What follows belongs to an exercise in optimizing a design on an open flow for small area; a production flow would make more cautious choices.
RTL that was checked went through simulation tests only; none was proved equivalent to the original.
No activity file was given, so power comes from the tool's default toggle rates.

==> inputs of run a <==
==> flow/design.v <==
package ctw_pkg;
	localparam int TIMER_COUNT = 16;
	localparam int EXP_W       = 16;   
	localparam int RANK_W      = 4;    
	localparam int ENT_W       = 1 + RANK_W + EXP_W;
	typedef enum logic [1:0] {
		OP_SCHED = 2'd0,
		OP_STOP  = 2'd1,
		OP_TICK  = 2'd2,
		OP_NONE  = 2'd3
	} op_t;
	typedef enum logic [1:0] {
		KIND_SCHED      = 2'd0,
		KIND_STOP       = 2'd1,
		KIND_FIRED      = 2'd2,
		KIND_IDLE_TICK  = 2'd3
	} kind_t;
	typedef enum logic [1:0] {
		ST_CLR,
		ST_IDLE,
		ST_SCAN,
		ST_EMIT
	} state_t;
endpackage
module ctw_mem (
	input  logic                      clk,
	input  logic [ctw_pkg::ENT_W-1:0] wr_data,
	output logic [ctw_pkg::ENT_W-1:0] rd_data
);
	logic [ctw_pkg::ENT_W*ctw_pkg::TIMER_COUNT-1:0] ring_q;
	always_ff @(posedge clk) begin
		ring_q <= {wr_data, ring_q[ctw_pkg::ENT_W*ctw_pkg::TIMER_COUNT-1:ctw_pkg::ENT_W]};
	end
	assign rd_data = ring_q[ctw_pkg::ENT_W-1:0];
endmodule
module callout_timer_wheel (
	input  logic        clk,
	input  logic        arst_n,
	input  logic        s_axis_tvalid,
	output logic        s_axis_tready,
	input  logic [23:0] s_axis_tdata,   
	input  logic [1:0]  s_axis_tuser,   
	output logic        m_axis_tvalid,
	input  logic        m_axis_tready,
	output logic [39:0] m_axis_tdata,   
	output logic [1:0]  m_axis_tuser,   
	output logic        m_axis_tlast
);
	localparam int EW = ctw_pkg::EXP_W;
	localparam int RW = ctw_pkg::RANK_W;
	ctw_pkg::state_t state_q, state_d;
	logic [3:0]      cnt_q;
	logic            ph_q;            
	logic            wp_q;            
	logic [RW-1:0]   r0_q;            
	logic [31:0]     time_q;
	logic            found_q, multi_q;
	logic [3:0]      best_id_q;
	logic [RW-1:0]   best_rank_q;
	logic            clr_v_q;
	logic [3:0]      clr_id_q;
	logic [ctw_pkg::ENT_W-1:0] rd_ent, wr_ent;
	logic            t_pend;
	logic [RW-1:0]   t_rank;
	logic [EW-1:0]   t_exp;
	logic            w_pend;
	logic [RW-1:0]   w_rank;
	logic [EW-1:0]   w_exp;
	logic [1:0]      in_op;
	logic [3:0]      in_id;
	logic [15:0]     in_delay;
	logic [15:0]     delay_eff;
	logic            at_id;
	logic            clr_hit;
	logic            pend;
	logic            match;
	logic [31:0]     add_b;
	logic [31:0]     sum;
	logic            out_free;
	logic            accept;
	logic            tick_acc;
	logic            load;
	logic [1:0]      ld_kind;
	logic [3:0]      ld_id;
	logic            ld_pend;
	logic [31:0]     ld_time;
	logic            ld_last;
	logic            out_valid_q;
	logic [1:0]      out_kind_q;
	logic [3:0]      out_id_q;
	logic            out_pend_q;
	logic [31:0]     out_time_q;
	logic            out_last_q;
	assign in_op     = s_axis_tuser;
	assign in_id     = s_axis_tdata[3:0];
	assign in_delay  = s_axis_tdata[19:4];
	assign delay_eff = {in_delay[15:1], in_delay[0] | (in_delay == 16'd0)};
	ctw_mem u_mem (
		.clk     (clk),
		.wr_data (wr_ent),
		.rd_data (rd_ent)
	);
	assign {t_pend, t_rank, t_exp} = rd_ent;
	assign wr_ent = {w_pend, w_rank, w_exp};
	assign at_id    = (cnt_q == in_id);
	assign clr_hit  = clr_v_q && (cnt_q == clr_id_q);
	assign pend     = t_pend && !clr_hit;
	assign match    = pend && (t_exp == time_q[EW-1:0]);
	assign out_free = !out_valid_q || m_axis_tready;
	assign tick_acc = (state_q == ctw_pkg::ST_IDLE) && s_axis_tvalid &&
		(in_op == ctw_pkg::OP_TICK) && (cnt_q == 4'd15);
	assign add_b    = (in_op == ctw_pkg::OP_TICK) ? 32'd1 : {16'd0, delay_eff};
	assign sum      = time_q + add_b;
	assign accept   = s_axis_tvalid && s_axis_tready;
	always_comb begin
		state_d       = state_q;
		s_axis_tready = 1'b0;
		w_pend        = pend;
		w_rank        = t_rank;
		w_exp         = t_exp;
		load          = 1'b0;
		ld_kind       = ctw_pkg::KIND_SCHED;
		ld_id         = in_id;
		ld_pend       = pend;
		ld_time       = 32'd0;
		ld_last       = 1'b1;
		case (state_q)
			ctw_pkg::ST_CLR: begin
				w_pend = 1'b0;
				w_rank = cnt_q;
				if (cnt_q == 4'd15) state_d = ctw_pkg::ST_IDLE;
			end
			ctw_pkg::ST_IDLE: begin
				if (s_axis_tvalid) begin
					case (in_op)
						ctw_pkg::OP_SCHED: begin
							if (!ph_q) begin
								if (at_id && !out_valid_q) begin
									w_pend = 1'b1;
									w_rank = {RW{1'b1}};
									w_exp  = sum[EW-1:0];
								end
							end else if (at_id) begin
								s_axis_tready = 1'b1;
								load          = 1'b1;
								ld_pend       = wp_q;
								ld_time       = sum;
							end else if (t_rank > r0_q) begin
								w_rank = t_rank - 1'b1;
							end
						end
						ctw_pkg::OP_STOP: begin
							if (at_id && out_free) begin
								s_axis_tready = 1'b1;
								load          = 1'b1;
								ld_kind       = ctw_pkg::KIND_STOP;
								w_pend        = 1'b0;
							end
						end
						ctw_pkg::OP_TICK: begin
							if (cnt_q == 4'd15) begin
								s_axis_tready = 1'b1;
								state_d       = ctw_pkg::ST_SCAN;
							end
						end
						default: s_axis_tready = 1'b1;
					endcase
				end
			end
			ctw_pkg::ST_SCAN: begin
				if (cnt_q == 4'd15) state_d = ctw_pkg::ST_EMIT;
			end
			default: begin  
				if (out_free && (cnt_q == 4'd15)) begin
					load    = 1'b1;
					ld_id   = best_id_q;
					ld_pend = 1'b0;
					if (found_q) begin
						ld_kind = ctw_pkg::KIND_FIRED;
						ld_time = time_q;
						ld_last = !multi_q;
						state_d = multi_q ? ctw_pkg::ST_SCAN : ctw_pkg::ST_IDLE;
					end else begin
						ld_kind = ctw_pkg::KIND_IDLE_TICK;
						ld_id   = 4'd0;
						state_d = ctw_pkg::ST_IDLE;
					end
				end
			end
		endcase
	end
	always_ff @(posedge clk or negedge arst_n) begin
		if (!arst_n) begin
			state_q <= ctw_pkg::ST_CLR;
			cnt_q   <= 4'd0;
			ph_q    <= 1'b0;
			clr_v_q <= 1'b0;
		end else begin
			state_q <= state_d;
			cnt_q   <= cnt_q + 4'd1;
			if ((state_q == ctw_pkg::ST_IDLE) && s_axis_tvalid &&
				(in_op == ctw_pkg::OP_SCHED) && at_id) begin
				if (!ph_q && !out_valid_q) ph_q <= 1'b1;
				else if (ph_q) ph_q <= 1'b0;
			end
			if (clr_hit) clr_v_q <= 1'b0;
			if (load && found_q && (state_q == ctw_pkg::ST_EMIT)) clr_v_q <= 1'b1;
		end
	end
	always_ff @(posedge clk) begin
		if (state_q == ctw_pkg::ST_CLR) begin
			time_q <= 32'd0;
		end else if (tick_acc) begin
			time_q <= sum;
		end
		if (!ph_q) begin
			wp_q <= pend;
			r0_q <= t_rank;
		end
		if (tick_acc || (load && (state_q == ctw_pkg::ST_EMIT))) begin
			found_q <= 1'b0;
			multi_q <= 1'b0;
		end else if ((state_q == ctw_pkg::ST_SCAN) && match) begin
			found_q <= 1'b1;
			if (found_q) multi_q <= 1'b1;
			if (!found_q || (t_rank < best_rank_q)) begin
				best_id_q   <= cnt_q;
				best_rank_q <= t_rank;
			end
		end
		if (load && found_q && (state_q == ctw_pkg::ST_EMIT)) clr_id_q <= best_id_q;
	end
	always_ff @(posedge clk or negedge arst_n) begin
		if (!arst_n) begin
			out_valid_q <= 1'b0;
		end else if (load) begin
			out_valid_q <= 1'b1;
		end else if (m_axis_tready) begin
			out_valid_q <= 1'b0;
		end
	end
	always_ff @(posedge clk) begin
		if (load) begin
			out_kind_q <= ld_kind;
			out_id_q   <= ld_id;
			out_pend_q <= ld_pend;
			out_time_q <= ld_time;
			out_last_q <= ld_last;
		end
	end
	assign m_axis_tvalid = out_valid_q;
	assign m_axis_tdata  = {3'b000, out_time_q, out_pend_q, out_id_q};
	assign m_axis_tuser  = out_kind_q;
	assign m_axis_tlast  = out_last_q;
endmodule
==> flow/run.sh <==
#!/bin/bash
# synth_recipe.tcl (not shown) runs the flow's synth.tcl, then flattens the netlist and writes it again
# the make line also repeats each setting of config.mk as NAME=value (left out here)
make -C /OpenROAD-flow-scripts/flow DESIGN_CONFIG=/design/flow/config.mk WORK_HOME=/design/flow/orfs CLKGATE_MAP_FILE= SYNTH_SCRIPT=/design/flow/synth_recipe.tcl finish
==> flow/config.mk <==
export PLATFORM = sky130hd
export DESIGN_NAME = callout_timer_wheel
export DESIGN_NICKNAME = callout_timer_wheel
export VERILOG_FILES = /design/flow/design.v
export SDC_FILE = /design/flow/constraint.sdc
export NUM_CORES = 4
export LEC_CHECK = 0
export CAP_MARGIN = 20
export CORE_MARGIN = 2
export CORE_UTILIZATION = 40
export SLEW_MARGIN = 20
==> flow/constraint.sdc <==
create_clock -name core_clock -period 5.0 [get_ports {clk}]
set_input_delay 1.0000 -clock core_clock [delete_from_list [all_inputs] [get_ports {clk}]]
set_output_delay 1.0000 -clock core_clock [all_outputs]
set_load 0.01 [all_outputs]
==> inputs of run b, as changes to run a <==
==> flow/design.v, changed modules only <==
module callout_timer_wheel (
	input  logic        clk,
	input  logic        arst_n,
	input  logic        s_axis_tvalid,
	output logic        s_axis_tready,
	input  logic [23:0] s_axis_tdata,   
	input  logic [1:0]  s_axis_tuser,   
	output logic        m_axis_tvalid,
	input  logic        m_axis_tready,
	output logic [39:0] m_axis_tdata,   
	output logic [1:0]  m_axis_tuser,   
	output logic        m_axis_tlast
);
	localparam int EW = ctw_pkg::EXP_W;
	localparam int RW = ctw_pkg::RANK_W;
	ctw_pkg::state_t state_q, state_d;
	logic [3:0]      cnt_q;
	logic            ph_q;            
	logic            wp_q;            
	logic [RW-1:0]   r0_q;            
	logic [31:0]     time_q;
	logic            found_q, multi_q;
	logic [3:0]      best_id_q;
	logic [RW-1:0]   best_rank_q;
	logic            clr_v_q;
	logic [3:0]      clr_id_q;
	logic [ctw_pkg::ENT_W-1:0] rd_ent, wr_ent;
	logic            t_pend;
	logic [RW-1:0]   t_rank;
	logic [EW-1:0]   t_exp;
	logic            w_pend;
	logic [RW-1:0]   w_rank;
	logic [EW-1:0]   w_exp;
	logic [1:0]      in_op;
	logic [3:0]      in_id;
	logic [15:0]     in_delay;
	logic [15:0]     delay_eff;
	logic            at_id;
	logic            clr_hit;
	logic            pend;
	logic            match;
	logic [15:0]     add_b;
	logic [15:0]     sum_lo;
	logic            c16;
	logic            hi_cin;
	logic [15:0]     hi_inc;
	logic            out_free;
	logic            accept;
	logic            tick_acc;
	logic            load;
	logic [1:0]      ld_kind;
	logic [3:0]      ld_id;
	logic            ld_pend;
	logic            ld_last;
	logic            out_valid_q;
	logic [1:0]      out_kind_q;
	logic [3:0]      out_id_q;
	logic            out_pend_q;
	logic [15:0]     out_lo_q;
	logic            out_c_q;
	logic            out_last_q;
	assign in_op     = s_axis_tuser;
	assign in_id     = s_axis_tdata[3:0];
	assign in_delay  = s_axis_tdata[19:4];
	assign delay_eff = {in_delay[15:1], in_delay[0] | (in_delay == 16'd0)};
	ctw_mem u_mem (
		.clk     (clk),
		.wr_data (wr_ent),
		.rd_data (rd_ent)
	);
	assign {t_pend, t_rank, t_exp} = rd_ent;
	assign wr_ent = {w_pend, w_rank, w_exp};
	assign at_id    = (cnt_q == in_id);
	assign clr_hit  = clr_v_q && (cnt_q == clr_id_q);
	assign pend     = t_pend && !clr_hit;
	assign match    = pend && (t_exp == time_q[EW-1:0]);
	assign out_free = !out_valid_q || m_axis_tready;
	assign tick_acc = (state_q == ctw_pkg::ST_IDLE) && s_axis_tvalid &&
		(in_op == ctw_pkg::OP_TICK) && (cnt_q == 4'd15) && !out_valid_q;
	assign add_b    = (state_q != ctw_pkg::ST_IDLE) ? 16'd0 :
		(in_op == ctw_pkg::OP_TICK) ? 16'd1 : delay_eff;
	assign {c16, sum_lo} = {1'b0, time_q[15:0]} + {1'b0, add_b};
	assign hi_cin   = out_valid_q ? out_c_q : c16;
	assign hi_inc   = time_q[31:16] + {15'd0, hi_cin};
	assign accept   = s_axis_tvalid && s_axis_tready;
	always_comb begin
		state_d       = state_q;
		s_axis_tready = 1'b0;
		w_pend        = pend;
		w_rank        = t_rank;
		w_exp         = t_exp;
		load          = 1'b0;
		ld_kind       = ctw_pkg::KIND_SCHED;
		ld_id         = in_id;
		ld_pend       = pend;
		ld_last       = 1'b1;
		case (state_q)
			ctw_pkg::ST_CLR: begin
				w_pend = 1'b0;
				w_rank = cnt_q;
				if (cnt_q == 4'd15) state_d = ctw_pkg::ST_IDLE;
			end
			ctw_pkg::ST_IDLE: begin
				if (s_axis_tvalid) begin
					case (in_op)
						ctw_pkg::OP_SCHED: begin
							if (!ph_q) begin
								if (at_id && !out_valid_q) begin
									w_pend = 1'b1;
									w_rank = {RW{1'b1}};
									w_exp  = sum_lo;
								end
							end else if (at_id) begin
								s_axis_tready = 1'b1;
								load          = 1'b1;
								ld_pend       = wp_q;
							end else if (t_rank > r0_q) begin
								w_rank = t_rank - 1'b1;
							end
						end
						ctw_pkg::OP_STOP: begin
							if (at_id && out_free) begin
								s_axis_tready = 1'b1;
								load          = 1'b1;
								ld_kind       = ctw_pkg::KIND_STOP;
								w_pend        = 1'b0;
							end
						end
						ctw_pkg::OP_TICK: begin
							if ((cnt_q == 4'd15) && !out_valid_q) begin
								s_axis_tready = 1'b1;
								state_d       = ctw_pkg::ST_SCAN;
							end
						end
						default: s_axis_tready = 1'b1;
					endcase
				end
			end
			ctw_pkg::ST_SCAN: begin
				if (cnt_q == 4'd15) state_d = ctw_pkg::ST_EMIT;
			end
			default: begin  
				if (out_free && (cnt_q == 4'd15)) begin
					load    = 1'b1;
					ld_id   = best_id_q;
					ld_pend = 1'b0;
					if (found_q) begin
						ld_kind = ctw_pkg::KIND_FIRED;
						ld_last = !multi_q;
						state_d = multi_q ? ctw_pkg::ST_SCAN : ctw_pkg::ST_IDLE;
					end else begin
						ld_kind = ctw_pkg::KIND_IDLE_TICK;
						ld_id   = 4'd0;
						state_d = ctw_pkg::ST_IDLE;
					end
				end
			end
		endcase
	end
	always_ff @(posedge clk or negedge arst_n) begin
		if (!arst_n) begin
			state_q <= ctw_pkg::ST_CLR;
			cnt_q   <= 4'd0;
			ph_q    <= 1'b0;
			clr_v_q <= 1'b0;
		end else begin
			state_q <= state_d;
			cnt_q   <= cnt_q + 4'd1;
			if ((state_q == ctw_pkg::ST_IDLE) && s_axis_tvalid &&
				(in_op == ctw_pkg::OP_SCHED) && at_id) begin
				if (!ph_q && !out_valid_q) ph_q <= 1'b1;
				else if (ph_q) ph_q <= 1'b0;
			end
			if (clr_hit) clr_v_q <= 1'b0;
			if (load && found_q && (state_q == ctw_pkg::ST_EMIT)) clr_v_q <= 1'b1;
		end
	end
	always_ff @(posedge clk) begin
		if (state_q == ctw_pkg::ST_CLR) begin
			time_q <= 32'd0;
		end else if (tick_acc) begin
			time_q <= {hi_inc, sum_lo};
		end
		if (!ph_q) begin
			wp_q <= pend;
			r0_q <= t_rank;
		end
		if (tick_acc || (load && (state_q == ctw_pkg::ST_EMIT))) begin
			found_q <= 1'b0;
			multi_q <= 1'b0;
		end else if ((state_q == ctw_pkg::ST_SCAN) && match) begin
			found_q <= 1'b1;
			if (found_q) multi_q <= 1'b1;
			if (!found_q || (t_rank < best_rank_q)) begin
				best_id_q   <= cnt_q;
				best_rank_q <= t_rank;
			end
		end
		if (load && found_q && (state_q == ctw_pkg::ST_EMIT)) clr_id_q <= best_id_q;
	end
	always_ff @(posedge clk or negedge arst_n) begin
		if (!arst_n) begin
			out_valid_q <= 1'b0;
		end else if (load) begin
			out_valid_q <= 1'b1;
		end else if (m_axis_tready) begin
			out_valid_q <= 1'b0;
		end
	end
	always_ff @(posedge clk) begin
		if (load) begin
			out_kind_q <= ld_kind;
			out_id_q   <= ld_id;
			out_pend_q <= ld_pend;
			out_lo_q   <= sum_lo;
			out_c_q    <= c16;
			out_last_q <= ld_last;
		end
	end
	assign m_axis_tvalid = out_valid_q;
	assign m_axis_tdata  = {3'b000, {hi_inc, out_lo_q} & {32{!out_kind_q[0]}}, out_pend_q, out_id_q};
	assign m_axis_tuser  = out_kind_q;
	assign m_axis_tlast  = out_last_q;
endmodule
--- a/flow/config.mk
+++ b/flow/config.mk
@@ -5,6 +5,7 @@
 export SDC_FILE = /design/flow/constraint.sdc
 export NUM_CORES = 4
 export LEC_CHECK = 0
+export ABC_AREA = 1
 export CAP_MARGIN = 20
 export CORE_MARGIN = 2
 export CORE_UTILIZATION = 40
==> inputs of run c, as changes to run a <==
==> flow/design.v, changed modules only <==
module callout_timer_wheel (
	input  logic        clk,
	input  logic        arst_n,
	input  logic        s_axis_tvalid,
	output logic        s_axis_tready,
	input  logic [23:0] s_axis_tdata,   
	input  logic [1:0]  s_axis_tuser,   
	output logic        m_axis_tvalid,
	input  logic        m_axis_tready,
	output logic [39:0] m_axis_tdata,   
	output logic [1:0]  m_axis_tuser,   
	output logic        m_axis_tlast
);
	localparam int EW = ctw_pkg::EXP_W;
	localparam int RW = ctw_pkg::RANK_W;
	ctw_pkg::state_t state_q, state_d;
	logic [3:0]      cnt_q;
	logic            ph_q;            
	logic            wp_q;            
	logic [RW-1:0]   r0_q;            
	logic [31:0]     time_q;
	logic            found_q, multi_q;
	logic [3:0]      best_id_q;
	logic [RW-1:0]   best_rank_q;
	logic            clr_v_q;
	logic [3:0]      clr_id_q;
	logic [ctw_pkg::ENT_W-1:0] rd_ent, wr_ent;
	logic            t_pend;
	logic [RW-1:0]   t_rank;
	logic [EW-1:0]   t_exp;
	logic            w_pend;
	logic [RW-1:0]   w_rank;
	logic [EW-1:0]   w_exp;
	logic [1:0]      in_op;
	logic [3:0]      in_id;
	logic [15:0]     in_delay;
	logic [15:0]     delay_eff;
	logic            at_id;
	logic            clr_hit;
	logic            pend;
	logic            match;
	logic [15:0]     add_b;
	logic [15:0]     sum_lo;
	logic            c16;
	logic            hi_cin;
	logic [15:0]     hi_inc;
	logic            out_free;
	logic            accept;
	logic            tick_acc;
	logic            load;
	logic [1:0]      ld_kind;
	logic [3:0]      ld_id;
	logic            ld_pend;
	logic            ld_last;
	logic            out_valid_q;
	logic [1:0]      out_kind_q;
	logic [3:0]      out_id_q;
	logic            out_pend_q;
	logic [15:0]     out_lo_q;
	logic            out_c_q;
	logic            out_last_q;
	assign in_op     = s_axis_tuser;
	assign in_id     = s_axis_tdata[3:0];
	assign in_delay  = s_axis_tdata[19:4];
	assign delay_eff = {in_delay[15:1], in_delay[0] | (in_delay == 16'd0)};
	ctw_mem u_mem (
		.clk     (clk),
		.wr_data (wr_ent),
		.rd_data (rd_ent)
	);
	assign {t_pend, t_rank, t_exp} = rd_ent;
	assign wr_ent = {w_pend, w_rank, w_exp};
	assign at_id    = (cnt_q == in_id);
	assign clr_hit  = clr_v_q && (cnt_q == clr_id_q);
	assign pend     = t_pend && !clr_hit;
	assign match    = pend && (t_exp == time_q[EW-1:0]);
	assign out_free = !out_valid_q || m_axis_tready;
	assign tick_acc = (state_q == ctw_pkg::ST_IDLE) && s_axis_tvalid &&
		(in_op == ctw_pkg::OP_TICK) && (cnt_q == 4'd15) && !out_valid_q;
	assign add_b    = (state_q != ctw_pkg::ST_IDLE) ? 16'd0 :
		(in_op == ctw_pkg::OP_TICK) ? 16'd1 : delay_eff;
	assign {c16, sum_lo} = {1'b0, time_q[15:0]} + {1'b0, add_b};
	assign hi_cin   = out_valid_q ? out_c_q : c16;
	assign hi_inc   = time_q[31:16] + {15'd0, hi_cin};
	assign accept   = s_axis_tvalid && s_axis_tready;
	always_comb begin
		state_d       = state_q;
		s_axis_tready = 1'b0;
		w_pend        = pend;
		w_rank        = t_rank;
		w_exp         = t_exp;
		load          = 1'b0;
		ld_kind       = ctw_pkg::KIND_SCHED;
		ld_id         = in_id;
		ld_pend       = pend;
		ld_last       = 1'b1;
		case (state_q)
			ctw_pkg::ST_CLR: begin
				w_pend = 1'b0;
				w_rank = cnt_q;
				if (cnt_q == 4'd15) state_d = ctw_pkg::ST_IDLE;
			end
			ctw_pkg::ST_IDLE: begin
				if (s_axis_tvalid) begin
					case (in_op)
						ctw_pkg::OP_SCHED: begin
							if (!ph_q) begin
								if (at_id && !out_valid_q) begin
									w_pend = 1'b1;
									w_rank = {RW{1'b1}};
									w_exp  = sum_lo;
								end
							end else if (at_id) begin
								s_axis_tready = 1'b1;
								load          = 1'b1;
								ld_pend       = wp_q;
							end else if (t_rank > r0_q) begin
								w_rank = t_rank - 1'b1;
							end
						end
						ctw_pkg::OP_STOP: begin
							if (at_id && out_free) begin
								s_axis_tready = 1'b1;
								load          = 1'b1;
								ld_kind       = ctw_pkg::KIND_STOP;
								w_pend        = 1'b0;
							end
						end
						ctw_pkg::OP_TICK: begin
							if ((cnt_q == 4'd15) && !out_valid_q) begin
								s_axis_tready = 1'b1;
								state_d       = ctw_pkg::ST_SCAN;
							end
						end
						default: s_axis_tready = 1'b1;
					endcase
				end
			end
			ctw_pkg::ST_SCAN: begin
				if (cnt_q == 4'd15) state_d = ctw_pkg::ST_EMIT;
			end
			default: begin  
				if (out_free && (cnt_q == 4'd15)) begin
					load    = 1'b1;
					ld_id   = best_id_q;
					ld_pend = 1'b0;
					if (found_q) begin
						ld_kind = ctw_pkg::KIND_FIRED;
						ld_last = !multi_q;
						state_d = multi_q ? ctw_pkg::ST_SCAN : ctw_pkg::ST_IDLE;
					end else begin
						ld_kind = ctw_pkg::KIND_IDLE_TICK;
						ld_id   = 4'd0;
						state_d = ctw_pkg::ST_IDLE;
					end
				end
			end
		endcase
	end
	always_ff @(posedge clk or negedge arst_n) begin
		if (!arst_n) begin
			state_q <= ctw_pkg::ST_CLR;
			cnt_q   <= 4'd0;
			ph_q    <= 1'b0;
			clr_v_q <= 1'b0;
		end else begin
			state_q <= state_d;
			cnt_q   <= cnt_q + 4'd1;
			if ((state_q == ctw_pkg::ST_IDLE) && s_axis_tvalid &&
				(in_op == ctw_pkg::OP_SCHED) && at_id) begin
				if (!ph_q && !out_valid_q) ph_q <= 1'b1;
				else if (ph_q) ph_q <= 1'b0;
			end
			if (clr_hit) clr_v_q <= 1'b0;
			if (load && found_q && (state_q == ctw_pkg::ST_EMIT)) clr_v_q <= 1'b1;
		end
	end
	always_ff @(posedge clk) begin
		if (state_q == ctw_pkg::ST_CLR) begin
			time_q <= 32'd0;
		end else if (tick_acc) begin
			time_q <= {hi_inc, sum_lo};
		end
		if (!ph_q) begin
			wp_q <= pend;
			r0_q <= t_rank;
		end
		if (tick_acc || (load && (state_q == ctw_pkg::ST_EMIT))) begin
			found_q <= 1'b0;
			multi_q <= 1'b0;
		end else if ((state_q == ctw_pkg::ST_SCAN) && match) begin
			found_q <= 1'b1;
			if (found_q) multi_q <= 1'b1;
			if (!found_q || (t_rank < best_rank_q)) begin
				best_id_q   <= cnt_q;
				best_rank_q <= t_rank;
			end
		end
		if (load && found_q && (state_q == ctw_pkg::ST_EMIT)) clr_id_q <= best_id_q;
	end
	always_ff @(posedge clk or negedge arst_n) begin
		if (!arst_n) begin
			out_valid_q <= 1'b0;
		end else if (load) begin
			out_valid_q <= 1'b1;
		end else if (m_axis_tready) begin
			out_valid_q <= 1'b0;
		end
	end
	always_ff @(posedge clk) begin
		if (load) begin
			out_kind_q <= ld_kind;
			out_id_q   <= ld_id;
			out_pend_q <= ld_pend;
			out_lo_q   <= sum_lo;
			out_c_q    <= c16;
			out_last_q <= ld_last;
		end
	end
	assign m_axis_tvalid = out_valid_q;
	assign m_axis_tdata  = {3'b000, {hi_inc, out_lo_q} & {32{!out_kind_q[0]}}, out_pend_q, out_id_q};
	assign m_axis_tuser  = out_kind_q;
	assign m_axis_tlast  = out_last_q;
endmodule
--- a/flow/config.mk
+++ b/flow/config.mk
@@ -5,7 +5,10 @@
 export SDC_FILE = /design/flow/constraint.sdc
 export NUM_CORES = 4
 export LEC_CHECK = 0
+export ABC_AREA = 1
 export CAP_MARGIN = 20
 export CORE_MARGIN = 2
 export CORE_UTILIZATION = 40
+export CTS_BUF_LIST = sky130_fd_sc_hd__clkbuf_2 sky130_fd_sc_hd__clkbuf_4
+export CTS_CLUSTER_SIZE = 30
 export SLEW_MARGIN = 20
==> qor summary <==
item	run a	run b	run c
Result of the run	finished clean	complete, but fails checks	complete, but fails checks
Reasons for failing layout checks	-	negative setup slack	negative setup slack
Unique masters post-synth	61	41	41
Post-synthesis register bit count	436	421	421
Mapped Avg Cell Area	13.0 um2	10.8 um2	10.8 um2
Max VDD drop	272 uV	252 uV	181 uV
Proportion of synthesized chip area in sequential cells	72.7%	70.9%	70.9%
Number of cells on the critical path	13	25	26
Final worst-path cycle share	88.1%	106%	104%
First-pass GRT wire length	36.9 mm	40.3 mm	41.4 mm
Overall routed net length	23.4 mm	25.3 mm	25.8 mm
Met1 layer wirelength in the final routing	12.1 mm	12.0 mm	12.0 mm
Most used cell, CP	nand2b_1	-	nand2_2
Post-route total power	7.05 mW	6.61 mW	6.15 mW
Reg power frac	52.3%	51.5%	55.3%
Critical path required time	5.32 ns	4.00 ns	4.00 ns
Reg-to-reg slack, setup	1.64 ns	1.18 ns	1.34 ns
Post-CTS sizing	0	163	167
No functional check of the RTL was part of run b and run c.

==> port drivers added, routing unchanged <==
The results above use ideal ports. As a check the final layouts listed here were re-extracted and re-timed, cells and wires unchanged. Step 1 (the two cells are an assumption about what drives the block):
set clk [get_ports {clk}]
set_driving_cell -lib_cell sky130_fd_sc_hd__clkbuf_16 $clk
set_driving_cell -lib_cell sky130_fd_sc_hd__buf_2 [delete_from_list [all_inputs] $clk]
Step 2 adds t to the input delays and takes it off the output delays; t is the mean of the earliest and latest rising clock arrival at the registers after step 1. Input paths then give back, and output paths get back, about the clock's delay inside the block. Three values: ideal ports, drivers, drivers and shift; two values: the first two.
run | shift t [ns] | slack for setup (ns) | worst setup path after step 2 | worst slew at a driven data input, ns
run a | 0.565 | 0.595 / 0.617 / 0.052 | input to register | 0.04
run b | 0.568 | -0.323 / -0.350 / -0.350 | input to output | 0.05
run c | 0.743 | -0.207 / -0.237 / -0.237 | input to output | 0.06
For run a, which loses most, drivers alone change the setup slack by +0.022 ns; drivers and shift together by -0.543 ns.
